From an optimization exercise on the open Yosys and OpenROAD flow, aimed at small area, a short achievable clock period and few clock cycles; shortcuts taken in it are not production practice. Function was checked by simulation only, so behaviour that the tests miss may differ from the original. No activity file was given, so power comes from the tool's default toggle rates.

===== flow/design.v =====
`timescale 1ns/10ps
module mc16_cpu
(
    input  logic                      clock,
    input  logic                      rst_n,
    input  logic                      load_en,
    input  logic [8-1:0] load_addr,
    input  logic [16-1:0]    load_data,
    input  logic [16-1:0]    io_in,
    output logic [16-1:0]    io_out,
    output logic                      io_strobe,
    output logic                      halted
);
    logic        rst_q;
    logic [15:0] io_in_q;
    always_ff @(posedge clock)
    begin
        rst_q   <= rst_n;
        io_in_q <= io_in;
    end
    logic [15:0] ram [256];
    logic [7:0]  mar;
    logic [7:0]  mo_lo_n, me_lo_n;    
    logic [15:0] mo_hi_n, me_hi_n;    
    logic [127:0] wl_o, wl_e;
    logic [15:0]  rd_o, rd_e;
    logic [15:0]  or8_o [16];
    logic [15:0]  or8_e [16];
    always_comb
        for (int i = 0; i < 128; i++)
        begin
            wl_o[i] = !(mo_hi_n[i / 8] | mo_lo_n[i % 8]);
            wl_e[i] = !(me_hi_n[i / 8] | me_lo_n[i % 8]);
        end
    for (genvar b = 0; b < 16; b++)
    begin : g_col
        for (genvar k = 0; k < 16; k++)
        begin : g_or8
            logic [7:0] d_o, d_e;
            for (genvar j = 0; j < 8; j++)
            begin : g_w
                assign d_o[j] = ram[2*(8*k+j)+1][b];
                assign d_e[j] = ram[2*(8*k+j)][b];
            end
            mc16_or8 i_or8_o (.wl(wl_o[8*k +: 8]), .d(d_o), .y(or8_o[b][k]));
            mc16_or8 i_or8_e (.wl(wl_e[8*k +: 8]), .d(d_e), .y(or8_e[b][k]));
        end
        assign rd_o[b] = |or8_o[b];
        assign rd_e[b] = |or8_e[b];
    end
    logic        wp_we;
    logic [7:0]  wp_addr;
    logic [15:0] wp_data;
    always_ff @(posedge clock)
    begin
        if (wp_we)
            ram[wp_addr] <= wp_data;
    end
    logic [7:0]  mar1, mar2;
    logic [15:0] w0, w1, ldata;
    logic        wp_hit0, wp_hit1;
    assign mar1    = mar + 8'd1;
    assign mar2    = mar + 8'd2;
    assign w0      = mar[0] ? rd_o : rd_e;
    assign w1      = mar[0] ? rd_e : rd_o;
    assign wp_hit0 = wp_we && wp_addr == mar;
    assign wp_hit1 = wp_we && wp_addr == mar1;
    assign ldata   = wp_hit0 ? wp_data : w0;
    logic [15:0] regs [16];
    logic        q0_v, q1_v;
    logic [15:0] q0_ir, q1_ir;
    logic [7:0]  q0_addr, q1_addr;
    logic [7:0]  q0_delta, q1_delta;    
    logic        e_valid;
    logic [3:0]  e_op;
    logic [3:0]  e_rd;
    logic [15:0] e_a, e_b, e_c;
    logic        e_cin;
    logic [7:0]  e_saddr;     
    logic [7:0]  e_pc1;       
    logic [7:0]  e_tgt;       
    logic        e_mt;        
    logic        e_mnt;       
    logic [7:0]  fpc;         
    logic        btb_v;
    logic [7:0]  btb_key;
    logic [7:0]  btb_tgt;
    logic e_run;
    assign e_run = e_valid && !halted;
    logic e_is_alu, e_is_lw, e_is_sw, e_is_beq, e_is_in, e_is_out, e_is_halt, e_wr;
    assign e_is_alu  = e_op[3:2] == 2'b00 || e_op == 4'd4;
    assign e_is_lw   = e_op == 4'd5;
    assign e_is_sw   = e_op == 4'd6;
    assign e_is_beq  = e_op == 4'd7;
    assign e_is_in   = e_op == 4'd8;
    assign e_is_out  = e_op == 4'd9;
    assign e_is_halt = e_op >= 4'd10;
    assign e_wr      = e_run && (e_is_alu || e_is_in);
    logic [15:0] e_alu, e_res;
    always_comb
    begin
        case (e_op)
            4'd2:    e_alu = e_a & e_b;
            4'd3:    e_alu = e_a | e_b;
            default: e_alu = e_a + e_b + {15'd0, e_cin};
        endcase
        if (e_is_in)
            e_res = io_in_q;
        else
            e_res = e_alu;
    end
    logic taken;
    assign taken = e_run && e_is_beq && e_a == e_c;
    logic smc, redirect;
    logic [7:0] cn;
    assign smc      = e_run && e_is_sw && ((q0_v && e_saddr == q0_addr) || (q1_v && e_saddr == q1_addr) ||
                                        e_saddr == mar || e_saddr == mar1);
    assign redirect = e_run && ((taken ? !e_mt : !e_mnt) || smc);
    assign cn       = taken ? e_tgt : e_pc1;
    logic ld_cycle;
    assign ld_cycle = e_run && e_is_lw;
    logic        mdr_v;
    logic [3:0]  mdr_rd;
    logic [15:0] mdr;
    logic        rf_we;
    logic [3:0]  rf_wa;
    logic [15:0] rf_wd;
    assign rf_we = e_wr || mdr_v;
    assign rf_wa = e_wr ? e_rd : mdr_rd;
    assign rf_wd = e_wr ? e_res : mdr;
    always_ff @(posedge clock)
    begin
        for (int i = 0; i < 16; i++)
        begin
            if (!rst_q)
                regs[i] <= '0;
            else if (rf_we && rf_wa == 4'(i))
                regs[i] <= rf_wd;
        end
    end
    always_ff @(posedge clock)
    begin
        if (!rst_n)
            mdr_v <= 1'b0;
        else if (ld_cycle)
            mdr_v <= 1'b1;
        else if (!e_wr || e_rd == mdr_rd)
            mdr_v <= 1'b0;
    end
    always_ff @(posedge clock)
    begin
        if (ld_cycle)
        begin
            mdr    <= ldata;
            mdr_rd <= e_rd;
        end
    end
    always_ff @(posedge clock)
    begin
        if (!rst_n)
        begin
            wp_we   <= load_en;
            wp_addr <= load_addr;
            wp_data <= load_data;
        end
        else
        begin
            wp_we   <= e_run && e_is_sw;
            wp_addr <= e_saddr;
            wp_data <= e_c;
        end
    end
    always_ff @(posedge clock)
    begin
        if (!rst_n)
        begin
            halted    <= 1'b0;
            io_strobe <= 1'b0;
            btb_v     <= 1'b0;
        end
        else
        begin
            io_strobe <= e_run && e_is_out;
            if (e_run && e_is_halt)
                halted <= 1'b1;
            if (taken)
                btb_v <= 1'b1;
        end
    end
    always_ff @(posedge clock)
    begin
        if (e_run && e_is_out)
            io_out <= e_a;
        if (taken)
        begin
            btb_key <= e_pc1;
            btb_tgt <= e_tgt;
        end
    end
    logic [3:0] d_op, d_rd, d_rs1, d_rs2;
    assign d_op  = q0_ir[15:12];
    assign d_rd  = q0_ir[11:8];
    assign d_rs1 = q0_ir[7:4];
    assign d_rs2 = q0_ir[3:0];
    logic [15:0] d_imm;
    assign d_imm = {{12{q0_ir[3]}}, q0_ir[3:0]};
    logic [15:0] r1, r2, r3;
    assign r1 = regs[d_rs1];
    assign r2 = regs[d_rs2];
    assign r3 = regs[d_rd];
    logic [15:0] a_byp, b_byp, c_byp;
    assign a_byp = (e_wr && e_rd == d_rs1) ? e_res : (mdr_v && mdr_rd == d_rs1) ? mdr : r1;
    assign b_byp = (e_wr && e_rd == d_rs2) ? e_res : (mdr_v && mdr_rd == d_rs2) ? mdr : r2;
    assign c_byp = (e_wr && e_rd == d_rd)  ? e_res : (mdr_v && mdr_rd == d_rd)  ? mdr : r3;
    logic d_use1, d_use2, d_use3, d_lu;
    assign d_use1 = d_op <= 4'd7 || d_op == 4'd9;
    assign d_use2 = d_op <= 4'd3;
    assign d_use3 = d_op == 4'd6 || d_op == 4'd7;
    assign d_lu   = ld_cycle && ((d_use1 && d_rs1 == e_rd) || (d_use2 && d_rs2 == e_rd) ||
                                 (d_use3 && d_rd == e_rd));
    logic       d_mem, d_is_lw, d_stall, d_issue;
    logic [7:0] d_maddr;
    assign d_is_lw = d_op == 4'd5;
    assign d_mem   = d_op == 4'd5 || d_op == 4'd6;
    assign d_maddr = r1[7:0] + d_imm[7:0];
    assign d_stall = d_lu || (d_mem && ((e_wr && e_rd == d_rs1) || (mdr_v && mdr_rd == d_rs1)));
    assign d_issue = q0_v && !d_stall && !redirect && !halted;
    logic [7:0] d_pc1, d_tgt;
    assign d_pc1 = q0_addr + 8'd1;
    assign d_tgt = d_pc1 + d_imm[7:0];
    logic d_follow_t, d_follow_nt, d_redir;
    assign d_follow_t  = q0_delta == d_imm[7:0];
    assign d_follow_nt = q0_delta == 8'd0;
    assign d_redir     = d_issue && d_op == 4'd7 && q0_ir[3] && !d_follow_t;
    always_ff @(posedge clock)
    begin
        if (!rst_n)
            e_valid <= 1'b0;
        else if (!halted)
            e_valid <= d_issue;
    end
    always_ff @(posedge clock)
    begin
        begin
            e_op    <= d_op;
            e_rd    <= d_rd;
            e_a     <= a_byp;
            e_b     <= d_op == 4'd1 ? ~b_byp : (d_op[2] ? d_imm : b_byp);
            e_cin   <= d_op == 4'd1;
            e_c     <= c_byp;
            e_saddr <= d_maddr;
            e_pc1   <= d_pc1;
            e_tgt   <= d_tgt;
            e_mt    <= d_redir || d_follow_t;
            e_mnt   <= !d_redir && d_follow_nt;
        end
    end
    logic       hit0, hit1;
    logic [7:0] pn0, pn1, dl0, dl1;
    assign hit0 = btb_v && btb_key == mar1;
    assign hit1 = btb_v && btb_key == mar2;
    assign pn0  = hit0 ? btb_tgt : mar1;
    assign pn1  = hit1 ? btb_tgt : mar2;
    assign dl0  = hit0 ? btb_tgt - mar1 : 8'd0;
    assign dl1  = hit1 ? btb_tgt - mar2 : 8'd0;
    logic fetch;    
    assign fetch = !ld_cycle && !redirect && !d_redir && !halted;
    logic       r1_v;       
    logic       r_full;     
    logic [15:0] r_ir;
    logic [7:0]  r_addr, r_delta;
    always_comb
    begin
        r_full  = q0_v && q1_v && !d_issue;
        r1_v    = 1'b0;
        r_ir    = q1_ir;
        r_addr  = q1_addr;
        r_delta = q1_delta;
        if (q0_v && !d_issue && !q1_v)
        begin
            r1_v    = 1'b1;
            r_ir    = q0_ir;
            r_addr  = q0_addr;
            r_delta = q0_delta;
        end
        else if (d_issue && q1_v)
            r1_v = 1'b1;
    end
    logic take0, take1;    
    assign take0 = fetch && !r_full && !wp_hit0;
    assign take1 = fetch && !r_full && !r1_v && !hit0 && !wp_hit0 && !wp_hit1;
    logic [7:0] f_next;    
    always_comb
    begin
        if (redirect)
            f_next = cn;
        else if (d_redir)
            f_next = d_tgt;
        else if (ld_cycle)
            f_next = fpc;
        else if (take1)
            f_next = pn1;
        else if (take0)
            f_next = pn0;
        else
            f_next = mar;
    end
    logic       d_ld;
    logic [7:0] mar_d;
    assign d_ld  = d_issue && d_is_lw;
    assign mar_d = d_ld ? d_maddr : f_next;
    logic [7:0]  f_lo_o, f_lo_e, l_lo_o, l_lo_e;
    logic [15:0] f_hi_o, f_hi_e, l_hi_o, l_hi_e, l_hi_b;
    logic [4:0]  l_sum_lo;
    assign f_lo_o = ~(8'd1 << f_next[3:1]);
    assign f_hi_o = ~(16'd1 << f_next[7:4]);
    assign f_lo_e = f_next[0] ? {f_lo_o[6:0], f_lo_o[7]} : f_lo_o;
    assign f_hi_e = (f_next[0] && f_next[3:1] == 3'd7) ? {f_hi_o[14:0], f_hi_o[15]} : f_hi_o;
    assign l_sum_lo = {1'b0, r1[3:0]} + {1'b0, q0_ir[3:0]};
    assign l_hi_b   = ~(16'd1 << r1[7:4]);
    always_comb
    begin
        case ({q0_ir[3], l_sum_lo[4]})
            2'b01:   l_hi_o = {l_hi_b[14:0], l_hi_b[15]};
            2'b10:   l_hi_o = {l_hi_b[0], l_hi_b[15:1]};
            default: l_hi_o = l_hi_b;
        endcase
    end
    assign l_lo_o = ~(8'd1 << l_sum_lo[3:1]);
    assign l_lo_e = l_sum_lo[0] ? {l_lo_o[6:0], l_lo_o[7]} : l_lo_o;
    assign l_hi_e = (l_sum_lo[0] && l_sum_lo[3:1] == 3'd7) ? {l_hi_o[14:0], l_hi_o[15]} : l_hi_o;
    logic [7:0]  lo_o_d, lo_e_d;
    logic [15:0] hi_o_d, hi_e_d;
    assign lo_o_d = d_ld ? l_lo_o : f_lo_o;
    assign lo_e_d = d_ld ? l_lo_e : f_lo_e;
    assign hi_o_d = d_ld ? l_hi_o : f_hi_o;
    assign hi_e_d = d_ld ? l_hi_e : f_hi_e;
    always_ff @(posedge clock)
    begin
        if (!rst_n)
        begin
            q0_v    <= 1'b0;
            q1_v    <= 1'b0;
            mar     <= 8'd0;
            mo_lo_n <= ~8'd1;
            mo_hi_n <= ~16'd1;
            me_lo_n <= ~8'd1;
            me_hi_n <= ~16'd1;
        end
        else
        begin
            if (redirect || d_redir)
            begin
                q0_v <= 1'b0;
                q1_v <= 1'b0;
            end
            else if (!halted)
            begin
                q0_v <= r_full || r1_v || take0;
                q1_v <= r_full || (r1_v && take0) || take1;
            end
            mar     <= mar_d;
            mo_lo_n <= lo_o_d;
            mo_hi_n <= hi_o_d;
            me_lo_n <= lo_e_d;
            me_hi_n <= hi_e_d;
        end
    end
    always_ff @(posedge clock)
    begin
        if (!r_full)
        begin
            if (r1_v)
            begin
                q0_ir    <= r_ir;
                q0_addr  <= r_addr;
                q0_delta <= r_delta;
                q1_ir    <= w0;
                q1_addr  <= mar;
                q1_delta <= dl0;
            end
            else
            begin
                q0_ir    <= w0;
                q0_addr  <= mar;
                q0_delta <= dl0;
                q1_ir    <= w1;
                q1_addr  <= mar1;
                q1_delta <= dl1;
            end
        end
        if (d_issue && d_is_lw)
            fpc <= f_next;
    end
endmodule
module mc16_or8
(
    input  logic [7:0] wl,
    input  logic [7:0] d,
    output logic       y
);
    assign y = |(wl & d);
endmodule

===== flow/flow/run.sh =====
#!/bin/bash
# The standard layout, with timing repair aiming at a 3.8 ns period instead
# of stopping at 5 ns (SETUP_SLACK_MARGIN is limited to 5 in config.mk).
set -euo pipefail
bash standard.sh SETUP_SLACK_MARGIN=6.2 finish > standard.log 2>&1

===== flow/standard.sh =====
#!/bin/bash
# synth_recipe.tcl (not shown) runs the flow's synth.tcl, then flattens the netlist and writes it again
# the make line also repeats each setting of config.mk as NAME=value (left out here)
make -C /OpenROAD-flow-scripts/flow DESIGN_CONFIG=/design/flow/config.mk WORK_HOME=/design/flow/orfs CLKGATE_MAP_FILE= SYNTH_SCRIPT=/design/flow/synth_recipe.tcl "${@:-finish}"

===== flow/config.mk =====
export PLATFORM = sky130hd
export DESIGN_NAME = mc16_cpu
export DESIGN_NICKNAME = mc16_cpu
export VERILOG_FILES = /design/flow/design.v
export SDC_FILE = /design/flow/constraint.sdc
export NUM_CORES = 4
export LEC_CHECK = 0
export CAP_MARGIN = 20
export CORE_MARGIN = 2
export CORE_UTILIZATION = 40
export CTS_CLUSTER_DIAMETER = 100
export CTS_CLUSTER_SIZE = 20
export SLEW_MARGIN = 40
export SYNTH_HIERARCHICAL = 1
export SYNTH_MINIMUM_KEEP_SIZE = 0
export TNS_END_PERCENT = 100

===== flow/constraint.sdc =====
create_clock -name core_clock -period 10.0 [get_ports {clock}]
set_input_delay 2.0000 -clock core_clock [delete_from_list [all_inputs] [get_ports {clock}]]
set_output_delay 2.0000 -clock core_clock [all_outputs]
set_load 0.01 [all_outputs]

==> results.py, run 1 <==
metrics = {
    "routing": {
        "route.detailed.drc": 0,
        "drt_wl_total_um": 566000,
        "firstDrtPassIters": 12,
        "vias": 111809,
        "drt.antenna.violating_nets": 0,
        "via_per_inst": 6.262,
        "routed.top_layer": "met5",
        "wire_per_inst_um": 31.70,
        "dr_wl_met2_um": 252100,
        "wl_met3_um": 59600,
        "drt_iter0_markers": 16172,
        "wl_met1_um": 227500,
    },
    "synth": {
        "postSynth.asyncResetShare": 0,
        "synth_edf_count": 4220,
        "synth_top_cell_by_area": "edfxtp_1",
        "yosys_most_used_dff": "edfxtp_1",
        "syn_nets": 11139,
        "synth-seq-area-share": 0.7693,
        "synth.most_common_cell": "edfxtp_1",
        "synth_top_area_share": 0.7188,
        "ys_warn_count": 11,
        "syn_area_per_cell_um2": 15.99,
        "ys_ff_latch": 4664,
        "ys_types": 94,
        "synthTopCellsByArea": "edfxtp_1 (72%), a22oi_1 (9.8%), dfxtp_1 (5.0%)",
        "synth_commonest_cells": "edfxtp_1 (4220), a22oi_1 (2309), nor2_1 (899)",
        "synth.cell_area_um2": 176300,
        "netlist_instances": 11025,
    },
    "outcome": {
        "status": "timing/DRC/antenna clean",
    },
    "final_layout": {
        "drive_above_1_share": 0.1520,
        "stdcell_count": 17855,
        "final_area_um2": 201200,
        "syn2layout_area_growth_pct": 14.16,
        "final_nets": 12005,
    },
    "critical_path": {
        "required_ns": 10.80,
        "worstSetupPathType": "register to register",
        "end_kind": "register",
        "crit_path_max_fanout": 8,
        "cp-start-kind": "register",
        "cp.arrival_ns": 4.93,
    },
    "clock_tree": {
        "cts_made_buffers": 275,
        "ctsHtreeMaxLevel": 5,
        "cts_sinks": 4664,
        "root_buffer": "clkbuf_16",
        "clockBufferDepth": 4,
        "clkTransAtPathRegs_ns": 0.08,
        "clock_latency_ns": 0.96,
        "cts_tree": "done",
    },
    "timing": {
        "timing.fmax_mhz": 242.5,
        "finalSetupTns_ns": 0,
        "setup_viol": 0,
        "relSlewSlack": 0.3808,
        "fin_crit_ns": 4.124,
        "worst_pin_slew_ns": 0.9278,
        "whs_ns": 0.4334,
        "post-route-period-util": 0.4124,
        "grt_setup_unrepaired": "true",
        "fin_skew_ns": 0.07522,
        "slew_viol_final": 0,
        "finalHoldViolCount": 0,
    },
    "floorplan": {
        "die_area_um2": 446000,
        "core-area_um2": 438400,
        "top_level_ports": 61,
        "die_w_um": 667.9,
        "start_util": 0.4021,
        "dieHeight_um": 667.9,
        "std_cell_rows": 243,
    },
    "place": {
        "dpl_cell_area_um2": 189400,
        "portBuffers": 60,
        "gp_congestion": 0.9460,
        "hpwl_um": 353200,
        "dpl.cell_count": 17250,
    },
    "grt": {
        "grt_antenna_before_repair": 32,
        "grt_pass1_wl_um": 791300,
        "grt_pass1_vias": 106288,
        "overflow": 0,
        "grtUsageTotal": 0.2449,
        "grt_max_degree": 154,
    },
    "power": {
        "p_per_area_nw_per_um2": 244.0,
        "p_leak_nw": 62.24,
        "vdd_drop_max_v": 0.0001557,
        "power_w": 0.04909,
    },
    "worst_hold_path": {
        "hold_path_class": "register to register",
    },
    "job": {
        "maxCapViolations": 0,
    },
}
==> worst paths after layout <==
check / from / endpoint / slack [ns] / cells after the start
max: q0_ir[4] / me_hi_n[8] / 5.88 / 24
min: e_pc1[7] / btb_key[7] / 0.43 / 0
max reg2reg: q0_ir[4] / me_hi_n[8] / 5.88 / 24
min reg2reg: e_pc1[7] / btb_key[7] / 0.43 / 0
==> sequential cells by signal, indices dropped and copies added (netlist names), 16 cells and up <==
| signal | cells |
|---|---|
| mdr | 16 |
| q1_ir | 16 |
| io_in_q | 16 |
| me_hi_n | 16 |
| io_out | 16 |
| mo_hi_n | 16 |
| wp_data | 16 |
| regs | 256 |
| e_b | 16 |
| e_c | 16 |
| q0_ir | 16 |
| e_a | 16 |
| ram | 4096 |
==> Yosys stat by module, one instance, submodules excluded <==
| module | area [µm²] | times used |
|---|---|---|
| mc16_or8 | 36.28 | 512 |
| mc16_cpu | 157700 | 1 |
==> area by class of cell <==
cell class	instances	area, µm²
fillers	37400	237200
flip-flops and latches	4664	135700
multi-input cells	5864	41590
repair buffers	992	8453
well taps	5880	7357
clock buffers	308	7132
clock inverters	37	505.5
inverters	93	416.7
diodes	16	40.04
repair inverters	1	8.758
==> worst max-delay path: stages (launching register included) <==
cell and delay (ns):
edfxtp_1 0.44, buf_12 0.18, buf_6 0.12, nor4b_4 0.41, buf_6 0.17, a22o_1 0.14, a221oi_2 0.04, nand3_1 0.12
o22a_2 0.23, inv_2 0.08, fa_2 0.37, inv_2 0.07, a21oi_2 0.06, o21bai_4 0.20, buf_6 0.13, inv_4 0.03
ha_4 0.19, buf_4 0.14, buf_6 0.10, a21oi_2 0.11, a211oi_2 0.06, a21oi_2 0.27, nand2_1 0.10, o211ai_1 0.10
nand4_1 0.11
==> cells by family after synthesis <==
family | Yosys count | share of synthesized area
simple gates | 2238 | 0.06307
compound gates | 3245 | 0.1339
flops | 4664 | 0.7693
mux | 136 | 0.008233
xor+xnor | 172 | 0.009106
fa+ha+maj | 71 | 0.005295
buf+inv | 499 | 0.01110
==> power breakdown <==
group / switching, W / internal [W] / total [W]
Combinational: 0.00938 / 0.00411 / 0.0135
Sequential: 0.000976 / 0.0232 / 0.0242
Clock: 0.00623 / 0.00515 / 0.0114
Total: 0.0166 / 0.0325 / 0.0491
==> routing by layer <==
layer	global-route usage	up-vias
li1	-	47138
met1	0.3452	57006
met2	0.3744	6552
met3	0.04710	1109
met4	0.09733	4
met5	0	-
==> metrics by stage <==
step	setup slack, ns	util
after floorplan	6.117	-
after global placement	4.462	0.4298
after detailed placement	4.797	0.4319
after CTS	5.928	0.4567
after global routing	5.774	0.4590
final	5.876	0.4590
==> cells in the final DEF (no fill, tap or decap), types with 34 or more instances in the layout <==
| master | count |
|---|---|
| a211oi_1 | 223 |
| a21oi_1 | 178 |
| a22oi_1 | 2307 |
| buf_4 | 814 |
| buf_6 | 73 |
| clkbuf_16 | 280 |
| clkdlybuf4s50_1 | 41 |
| dfxtp_1 | 388 |
| dfxtp_2 | 34 |
| edfxtp_1 | 4220 |
| ha_1 | 57 |
| inv_1 | 73 |
| mux2_2 | 59 |
| mux2i_1 | 70 |
| nand2_1 | 226 |
| nand3_1 | 87 |
| nand4_1 | 638 |
| nor2_1 | 801 |
| nor2_2 | 50 |
| nor2_4 | 48 |
| nor4_1 | 75 |
| nor4_2 | 42 |
| o21ai_0 | 157 |
| o22ai_1 | 43 |
| xnor2_1 | 93 |
| xor2_1 | 48 |
==> what timing repair did <==
| action | 4_1_cts | 5_1_grt |
|---|---|---|
| hold buffers | 0 | 0 |
| cloned | 10 | 1 |
| endpoints found under the hold margin | 0 | 0 |
| pin swaps | 100 | 75 |
| setup buffers | 184 | 45 |
| resized for setup | 394 | 103 |
| endpoints found under the setup margin | 355 | 234 |
Testbench counts, summed over its fixed seeds: cycles 69,955.
==> run 2, diff against run 1 <==
--- a/flow/design.v
+++ b/flow/design.v
@@ -82,4 +82,6 @@
     logic        e_mt;        
     logic        e_mnt;       
+    logic        e_a_mdr;     
+    logic        e_c_mdr;     
     logic [7:0]  fpc;         
     logic        btb_v;
@@ -168,5 +170,5 @@
             wp_we   <= e_run && e_is_sw;
             wp_addr <= e_saddr;
-            wp_data <= e_c;
+            wp_data <= e_c_mdr ? mdr : e_c;
         end
     end
@@ -191,5 +193,5 @@
     begin
         if (e_run && e_is_out)
-            io_out <= e_a;
+            io_out <= e_a_mdr ? mdr : e_a;
         if (taken)
         begin
@@ -217,6 +219,9 @@
     assign d_use2 = d_op <= 4'd3;
     assign d_use3 = d_op == 4'd6 || d_op == 4'd7;
-    assign d_lu   = ld_cycle && ((d_use1 && d_rs1 == e_rd) || (d_use2 && d_rs2 == e_rd) ||
-                                 (d_use3 && d_rd == e_rd));
+    logic d_a_mdr, d_c_mdr;
+    assign d_a_mdr = ld_cycle && d_op == 4'd9 && d_rs1 == e_rd;
+    assign d_c_mdr = ld_cycle && d_op == 4'd6 && d_rd == e_rd;
+    assign d_lu    = ld_cycle && ((d_use1 && d_rs1 == e_rd && d_op != 4'd9) || (d_use2 && d_rs2 == e_rd) ||
+                                  (d_use3 && d_rd == e_rd && d_op != 4'd6));
     logic       d_mem, d_is_lw, d_stall, d_issue;
     logic [7:0] d_maddr;
@@ -252,4 +257,6 @@
             e_pc1   <= d_pc1;
             e_tgt   <= d_tgt;
+            e_a_mdr <= d_a_mdr;
+            e_c_mdr <= d_c_mdr;
             e_mt    <= d_redir || d_follow_t;
             e_mnt   <= !d_redir && d_follow_nt;
==> flow/flow/run.sh (replaced) <==
#!/bin/bash
# The standard layout, with timing repair aiming at a 3.8 ns period (slack 6.2 on the 10 ns clock) instead
# of stopping at 5 ns (SETUP_SLACK_MARGIN is limited to 5 in config.mk).
set -euo pipefail
bash standard.sh SETUP_SLACK_MARGIN=6.2 finish > standard.log 2>&1
--- a/flow/config.mk
+++ b/flow/config.mk
@@ -10,5 +10,5 @@
 export CORE_UTILIZATION = 40
 export CTS_CLUSTER_DIAMETER = 100
-export CTS_CLUSTER_SIZE = 20
+export CTS_CLUSTER_SIZE = 25
 export SLEW_MARGIN = 40
 export SYNTH_HIERARCHICAL = 1
==> run 2 against run 1 <==
Sequential share of layout area rose by 0.40 points. Worst setup slack gained 0.0015 ns. Synthesized cell count up 0.52%. Register-to-register slack hardly changed. Global-route usage grew 0.18 points. Critical path type unchanged. Largest cell class unchanged. Largest power group unchanged.
==> results.py, run 2 <==
metrics = {
    "synth": {
        "syn_nets": 11196,
        "netlist_instances": 11082,
        "synthTopCellsByArea": "edfxtp_1 (72%), a22oi_1 (9.8%), dfxtp_1 (5.1%)",
        "postSynth.asyncResetShare": 0,
        "synth-seq-area-share": 0.7674,
        "synth_top_area_share": 0.7169,
        "yosys_most_used_dff": "edfxtp_1",
        "synth.cell_area_um2": 176800,
        "synth_top_cell_by_area": "edfxtp_1",
        "ys_ff_latch": 4666,
        "syn_area_per_cell_um2": 15.95,
        "ys_types": 97,
        "ys_warn_count": 11,
        "synth_edf_count": 4220,
        "synth.most_common_cell": "edfxtp_1",
        "synth_commonest_cells": "edfxtp_1 (4220), a22oi_1 (2301), nor2_1 (734)",
    },
    "grt": {
        "grt_antenna_before_repair": 30,
        "grt_max_degree": 163,
        "grtUsageTotal": 0.2467,
        "grt_pass1_vias": 105967,
        "grt_pass1_wl_um": 797800,
        "overflow": 0,
    },
    "power": {
        "p_per_area_nw_per_um2": 234.2,
        "vdd_drop_max_v": 0.0002125,
        "p_leak_nw": 63.11,
        "clkPwrFrac": 0.216,
        "internal_power_w": 0.03104,
        "netSwitchingFraction": 0.3375,
        "switchingPower_w": 0.01581,
        "comb_power_share": 0.276,
        "p_seq_frac": 0.508,
    },
    "clock_tree": {
        "cts_tree": "done",
        "root_buffer": "clkbuf_16",
        "cts_made_buffers": 216,
        "cts_sinks": 4666,
        "ctsHtreeMaxLevel": 4,
        "clock_latency_ns": 1.01,
        "clkTransAtPathRegs_ns": 0.11,
        "clockBufferDepth": 4,
    },
    "critical_path": {
        "worstSetupPathType": "register to register",
        "required_ns": 10.85,
        "cp-start-kind": "register",
        "setup.worst_path.start": "q0_ir[5]",
        "crit_path_max_fanout": 13,
        "r2r_slack_ns": 5.88,
        "cp.arrival_ns": 4.97,
        "r2r_start": "q0_ir[5]",
        "r2r_end": "me_hi_n[13]",
        "reg2reg_depth": 18,
        "end_kind": "register",
    },
    "final_layout": {
        "syn2layout_area_growth_pct": 13.19,
        "layout_common_cells": "edfxtp_1 (4220), a22oi_1 (2299), buf_4 (802)",
        "layout_commonest_cell": "edfxtp_1",
        "drive_above_1_share": 0.1382,
        "reg.largest.list": "ram (4096), regs (256)",
        "top_register": "ram",
        "final_nets": 12007,
        "largest_reg_flops": 4096,
        "fin_util": 0.4539,
    },
    "floorplan": {
        "core-area_um2": 440800,
        "dieHeight_um": 668.8,
        "top_level_ports": 61,
        "start_util": 0.4010,
        "std_cell_rows": 244,
        "die_w_um": 668.8,
        "die_area_um2": 447300,
    },
    "timing": {
        "finalSetupTns_ns": 0,
        "setup_viol": 0,
        "slew_viol_final": 0,
        "grt_setup_unrepaired": "true",
        "fin_skew_ns": 0.07969,
        "post-route-period-util": 0.4123,
        "worst_pin_slew_ns": 0.9843,
        "relSlewSlack": 0.3394,
        "timing.fmax_mhz": 242.6,
        "fin_crit_ns": 4.123,
        "finalHoldViolCount": 0,
    },
    "routing": {
        "vias": 111593,
        "via_per_inst": 6.240,
        "routed.top_layer": "met5",
        "wire_per_inst_um": 31.89,
        "route.detailed.drc": 0,
        "wl_met1_um": 229300,
        "drt.antenna.violating_nets": 0,
        "drt_wl_total_um": 570400,
        "firstDrtPassIters": 9,
        "drt_iter0_markers": 16826,
        "dr_wl_met2_um": 254900,
        "wl_met3_um": 56720,
    },
    "place": {
        "gp_congestion": 0.9201,
        "hpwl_um": 357100,
        "portBuffers": 60,
    },
    "worst_hold_path": {
        "hold_path_class": "register to register",
        "hold_end": "e_op[1]",
        "hold_depth": 0,
        "min_from": "q0_ir[13]",
    },
    "outcome": {
        "status": "timing/DRC/antenna clean",
    },
    "job": {
        "maxCapViolations": 0,
    },
}
run 2: cell types whose count changed after synthesis, moves of 20 or more:
cell | before | now
o21ai_0 | 177 | 197
a21oi_1 | 205 | 225
nor2b_1 | 25 | 79
o211a_1 | 8 | 144
a211oi_1 | 231 | 48
nor2_1 | 899 | 734
nand2_1 | 243 | 454
mux2i_1 | 73 | 122
buf_2 | 37 | 9
run 2: power by group through the flow:
stage | sequential, W | combinational, W | clock (W)
finish | 0.0238 | 0.0129 | 0.0101
global route | 0.0238 | 0.0134 | 0.0109
CTS | 0.0238 | 0.0120 | 0.0103
detailed placement | 0.0243 | 0.0107 | 0
global placement | 0.0243 | 0.0104 | 0
floorplan | 0.0243 | 0.00492 | 0
run 2: metal layers:
layer,up-vias,GRT usage
met5,-,0
met4,12,0.1064
met3,1118,0.05054
met2,6254,0.3769
met1,57123,0.3424
li1,47086,-
run 2: repair_timing:
item                                    4_1_cts  5_1_grt
buffers inserted                            134       56
endpoints found under the setup margin      327      189
hold buffers                                  0        0
pin swaps                                    98       68
gates resized for setup                     317      107
cloned                                       10        2
run 2: critical path, stage by stage (launching register included):
cell,delay (ns)
edfxtp_1,0.45
buf_12,0.18
buf_4,0.18
and4b_1,0.19
buf_4,0.22
a22o_1,0.21
a221oi_1,0.20
nand3_1,0.15
o22a_4,0.31
ha_1,0.31
a21o_1,0.22
inv_2,0.08
ha_4,0.19
buf_4,0.14
buf_4,0.15
a221oi_4,0.35
nor3_2,0.08
a211oi_2,0.31
a41oi_2,0.07
run 2: worst max path at each step:
stage	slack, ns	depth (start not counted)	to
6_report	5.88	18	me_hi_n[13]
5_1_grt	5.81	19	me_hi_n[8]
4_1_cts	5.90	12	me_hi_n[10]
3_5_place_dp	4.64	14	mo_hi_n[3]
3_3_place_gp	4.52	12	q1_addr[6]
2_1_floorplan	6.11	18	me_hi_n[8]
run 2: layout make-up:
type	count	area, µm²
clock buffer	266	5719
timing repair inverter	2	11.26
clock inverter	26	395.4
fill	37899	240800
sequential	4666	135800
tap	5904	7387
timing repair buffer	977	8426
multi-input combinational	5943	42000
antenna	13	32.53
inverter	87	364.1
run 2: through the flow:
stage	instances	total power (W)	instance area, µm²	hold WS [ns]	setup slack [ns]
floorplan	11082	0.02917	177100	0.3460	6.105
global placement	17363	0.03469	189300	0.4099	4.521
detailed placement	17372	0.03497	190100	0.4147	4.639
CTS	17808	0.04612	198800	0.4414	5.900
global route	17874	0.04810	200100	0.4464	5.807
finish	17884	0.04685	200100	0.4421	5.877
run 2: cell families (layout without fill, tap and decap cells):
group | count (synthesis) | count (layout) | synth area share
DFF | 4666 | 4666 | 0.7674
AOI/OAI and AO/OA | 3215 | 3217 | 0.1336
buffers and inverters | 475 | 1358 | 0.01019
other | 0 | 13 | 0
xor gates and xnor gates | 173 | 173 | 0.009017
and+or+nand+nor | 2317 | 2317 | 0.06488
adders and majority gates | 71 | 71 | 0.005280
muxes | 165 | 165 | 0.009647
run 2: modules after synthesis (local to each module, per instance):
| module | area, µm² | cells |
|---|---|---|
| mc16_cpu | 158200 | 8522 |
| mc16_or8 | 36.28 | 5 |
Testbench counts of run 2, summed over its fixed seeds: cycles 68,374.
==> run 3, diff against run 2 <==
--- a/flow/design.v
+++ b/flow/design.v
@@ -184,5 +184,5 @@
         begin
             io_strobe <= e_run && e_is_out;
-            if (e_run && e_is_halt)
+            if ((e_run && e_is_halt) || d_halt)
                 halted <= 1'b1;
             if (taken)
@@ -231,4 +231,6 @@
     assign d_stall = d_lu || (d_mem && ((e_wr && e_rd == d_rs1) || (mdr_v && mdr_rd == d_rs1)));
     assign d_issue = q0_v && !d_stall && !redirect && !halted;
+    logic d_halt;
+    assign d_halt = q0_v && d_op >= 4'd10 && !redirect;
     logic [7:0] d_pc1, d_tgt;
     assign d_pc1 = q0_addr + 8'd1;
==> run 3 against run 2 <==
Still clean on timing, DRC and antenna. Non-clock buffer count grew 31. Fmax is 1.9% lower. Sequential share of layout area up 0.13 points. Flip-flop and latch count unchanged. Routed wire length shrank 0.68%. Register-to-register slack got worse by 0.08 ns.
==> results.py, run 3 <==
metrics = {
    "final_layout": {
        "drive_above_1_share": 0.1406,
        "final_nets": 11995,
        "layout_commonest_cell": "edfxtp_1",
        "reg.largest.list": "ram (4096), regs (256)",
        "top_register": "ram",
        "fill_cells": 37548,
        "multi_input_area_um2": 41460,
        "largest_reg_flops": 4096,
        "syn2layout_area_growth_pct": 13.14,
        "fin_util": 0.4552,
        "seqCellArea_um2": 135800,
        "stdcell_count": 17853,
        "layout_common_cells": "edfxtp_1 (4220), a22oi_1 (2268), nor2_1 (880)",
    },
    "place": {
        "gp_congestion": 0.9343,
        "dpl.cell_count": 17333,
        "hpwl_um": 355700,
        "portBuffers": 60,
    },
    "grt": {
        "grt_antenna_before_repair": 20,
        "grt_pass1_vias": 105318,
        "overflow": 0,
        "grt_max_degree": 143,
        "grtUsageTotal": 0.2451,
        "grt_pass1_wl_um": 788900,
    },
    "clock_tree": {
        "cts_made_buffers": 215,
        "clockBufferDepth": 4,
        "cts_tree": "done",
        "ctsHoldBuffers": 0,
        "clkTransAtPathRegs_ns": 0.11,
        "ctsHtreeMaxLevel": 4,
        "clock_latency_ns": 1.00,
        "cts_sinks": 4666,
        "root_buffer": "clkbuf_16",
    },
    "routing": {
        "firstDrtPassIters": 14,
        "via_per_inst": 6.242,
        "drt.antenna.violating_nets": 0,
        "drt_wl_total_um": 566500,
        "route.detailed.drc": 0,
        "drt_iter0_markers": 16880,
        "vias": 111445,
        "wire_per_inst_um": 31.73,
    },
    "floorplan": {
        "top_level_ports": 61,
        "start_util": 0.4023,
        "die_w_um": 668.3,
        "die_area_um2": 446600,
        "std_cell_rows": 243,
        "dieHeight_um": 668.3,
        "core-area_um2": 438700,
    },
    "critical_path": {
        "end_kind": "register",
        "required_ns": 10.86,
        "cp.arrival_ns": 5.06,
        "worstSetupPathType": "register to register",
        "cp-start-kind": "register",
        "crit_path_max_fanout": 6,
    },
    "timing": {
        "slew_viol_final": 0,
        "fin_skew_ns": 0.1129,
        "relSlewSlack": 0.3546,
        "finalHoldViolCount": 0,
        "fin_crit_ns": 4.201,
        "worst_pin_slew_ns": 0.9680,
        "whs_ns": 0.4132,
        "setup_viol": 0,
        "finalSetupTns_ns": 0,
        "post-route-period-util": 0.4201,
        "timing.fmax_mhz": 238.0,
        "grt_setup_unrepaired": "true",
    },
    "power": {
        "comb_power_share": 0.293,
        "p_seq_frac": 0.498,
        "p_per_area_nw_per_um2": 239.1,
        "switchingPower_w": 0.01632,
        "p_leak_nw": 60.99,
        "vdd_drop_max_v": 0.0001890,
        "internal_power_w": 0.03142,
        "netSwitchingFraction": 0.3418,
        "clkPwrFrac": 0.209,
    },
    "synth": {
        "synth-seq-area-share": 0.7685,
        "ys_types": 92,
        "syn_area_per_cell_um2": 15.96,
        "netlist_instances": 11061,
        "synth_edf_count": 4220,
        "synth.cell_area_um2": 176500,
        "ys_ff_latch": 4666,
        "postSynth.asyncResetShare": 0,
        "syn_nets": 11175,
        "yosys_most_used_dff": "edfxtp_1",
        "synthTopCellsByArea": "edfxtp_1 (72%), a22oi_1 (9.7%), dfxtp_1 (5.1%)",
        "ys_warn_count": 11,
        "synth_top_cell_by_area": "edfxtp_1",
        "synth.most_common_cell": "edfxtp_1",
        "synth_commonest_cells": "edfxtp_1 (4220), a22oi_1 (2275), nor2_1 (962)",
        "synth_top_area_share": 0.7179,
    },
    "job": {
        "maxCapViolations": 0,
    },
    "worst_hold_path": {
        "hold_path_class": "register to register",
    },
    "outcome": {
        "status": "timing/DRC/antenna clean",
    },
}
run 3: cell types whose count changed after synthesis, sizes merged, moves of 28 or more:
| cell | previous run | this run |
|---|---|---|
| o211a | 144 | 4 |
| nor2 | 734 | 963 |
| nor2b | 79 | 36 |
| a21oi | 225 | 179 |
| o21ai | 202 | 133 |
| nand2 | 455 | 241 |
| mux2i | 122 | 94 |
| a211oi | 49 | 287 |
run 3: worst paths after layout:
kind	start	to	slack (ns)	cells after the start
max	q0_ir[6]	me_hi_n[4]	5.80	19
min	e_pc1[5]	btb_key[5]	0.41	0
max reg2reg	q0_ir[6]	me_hi_n[4]	5.80	19
min reg2reg	e_pc1[5]	btb_key[5]	0.41	0
run 3: cells by family after synthesis:
family,share of synthesized area
AO/OA/AOI/OAI,0.1334
XOR/XNOR,0.009513
adder cells (fa/ha/maj),0.005288
buffers and inverters,0.01096
flip-flops,0.7685
multiplexers,0.007691
AND/OR/NAND/NOR,0.06459
run 3: what timing repair did:
action | 4_1_cts | 5_1_grt
setup endpoints to repair | 292 | 232
endpoints found under the hold margin | 0 | 0
setup buffers | 146 | 46
pin swaps | 84 | 62
resized for setup | 348 | 136
gates cloned | 10 | 1
run 3: area by class of cell:
type                       count  area share
sequential                  4666      0.6798
multi-input combinational   5896      0.2076
antenna                       21   0.0002632
timing repair buffer        1008     0.04368
clock buffer                 256     0.02772
tap                         5880     0.03684
inverter                      94    0.001974
clock inverter                32    0.002086
run 3: worst max-delay path: stages, from the launching register on:
cell	delay, ns
edfxtp_1	0.40
buf_6	0.14
buf_8	0.11
buf_4	0.12
buf_16	0.11
and4b_4	0.24
a22oi_2	0.13
nand4_1	0.15
o22a_4	0.29
ha_4	0.18
fa_2	0.39
a21o_1	0.18
a21o_4	0.22
ha_4	0.35
clkinvlp_4	0.20
buf_6	0.18
o21ai_4	0.19
or2_0	0.13
a21oi_1	0.09
o31ai_1	0.26
run 3: Yosys stat by module (local to each module, per instance):
module    copies in the design  flip-flops and latches  cells  area (µm²)
mc16_cpu                     1                    4666   8501      157900
mc16_or8                   512                       0      5       36.28
run 3: power by group through the flow:
stage / logic [W] / registers [W] / clock network (W)
finish: 0.0140 / 0.0238 / 0.00995
global route: 0.0145 / 0.0238 / 0.0107
CTS: 0.0130 / 0.0238 / 0.0101
detailed placement: 0.0114 / 0.0243 / 0
global placement: 0.0111 / 0.0243 / 0
floorplan: 0.00531 / 0.0242 / 0
run 3: layer usage:
| metal | track usage | share of wire | vias to the layer above |
|---|---|---|---|
| met4 | 0.09317 | 0.047 | 4 |
| met5 | 0 | 0.000039 | - |
| met3 | 0.04504 | 0.10 | 1097 |
| met2 | 0.3791 | 0.45 | 6190 |
| li1 | - | - | 47165 |
| met1 | 0.3449 | 0.40 | 56989 |
run 3: stage by stage:
stage / total power, W / cell area (µm²) / worst slack [ns]
CTS: 0.04687 / 198400 / 5.851
global placement: 0.03539 / 189000 / 4.219
floorplan: 0.02955 / 176800 / 5.907
finish: 0.04774 / 199700 / 5.799
global route: 0.04901 / 199700 / 5.692
detailed placement: 0.03567 / 189700 / 4.282
Testbench counts of run 3, summed over its fixed seeds: cycles 67,990.

-- static timing again, ports no longer ideal --
Ports are ideal in the flow. The routed layouts listed here were re-timed in OpenROAD.
Step 1 assumes that a clkbuf_16 drives the clock port and a buf_2 every other input.
Step 2 adds t to the input delays and takes it off the output delays; t is the mean of the earliest and latest rising clock arrival at the registers after step 1. Input paths then give back, and output paths get back, about the clock's delay inside the block.
Slacks: no drivers / after step 1 / after step 2; pairs: no drivers / after step 1.
run	t, ns	slack for setup (ns)	worst setup path after step 2	clock arrival spread, ns	worst data-port slew with drivers (ns)
run 1	1.044	5.876 / 5.876 / 5.876	register to register	0.106 / 0.106	0.34
run 2	1.097	5.877 / 5.877 / 5.877	register to register	0.093 / 0.093	0.11
run 3	1.067	5.799 / 5.799 / 5.799	register to register	0.142 / 0.143	0.08
After both steps every run listed still meets setup and hold.
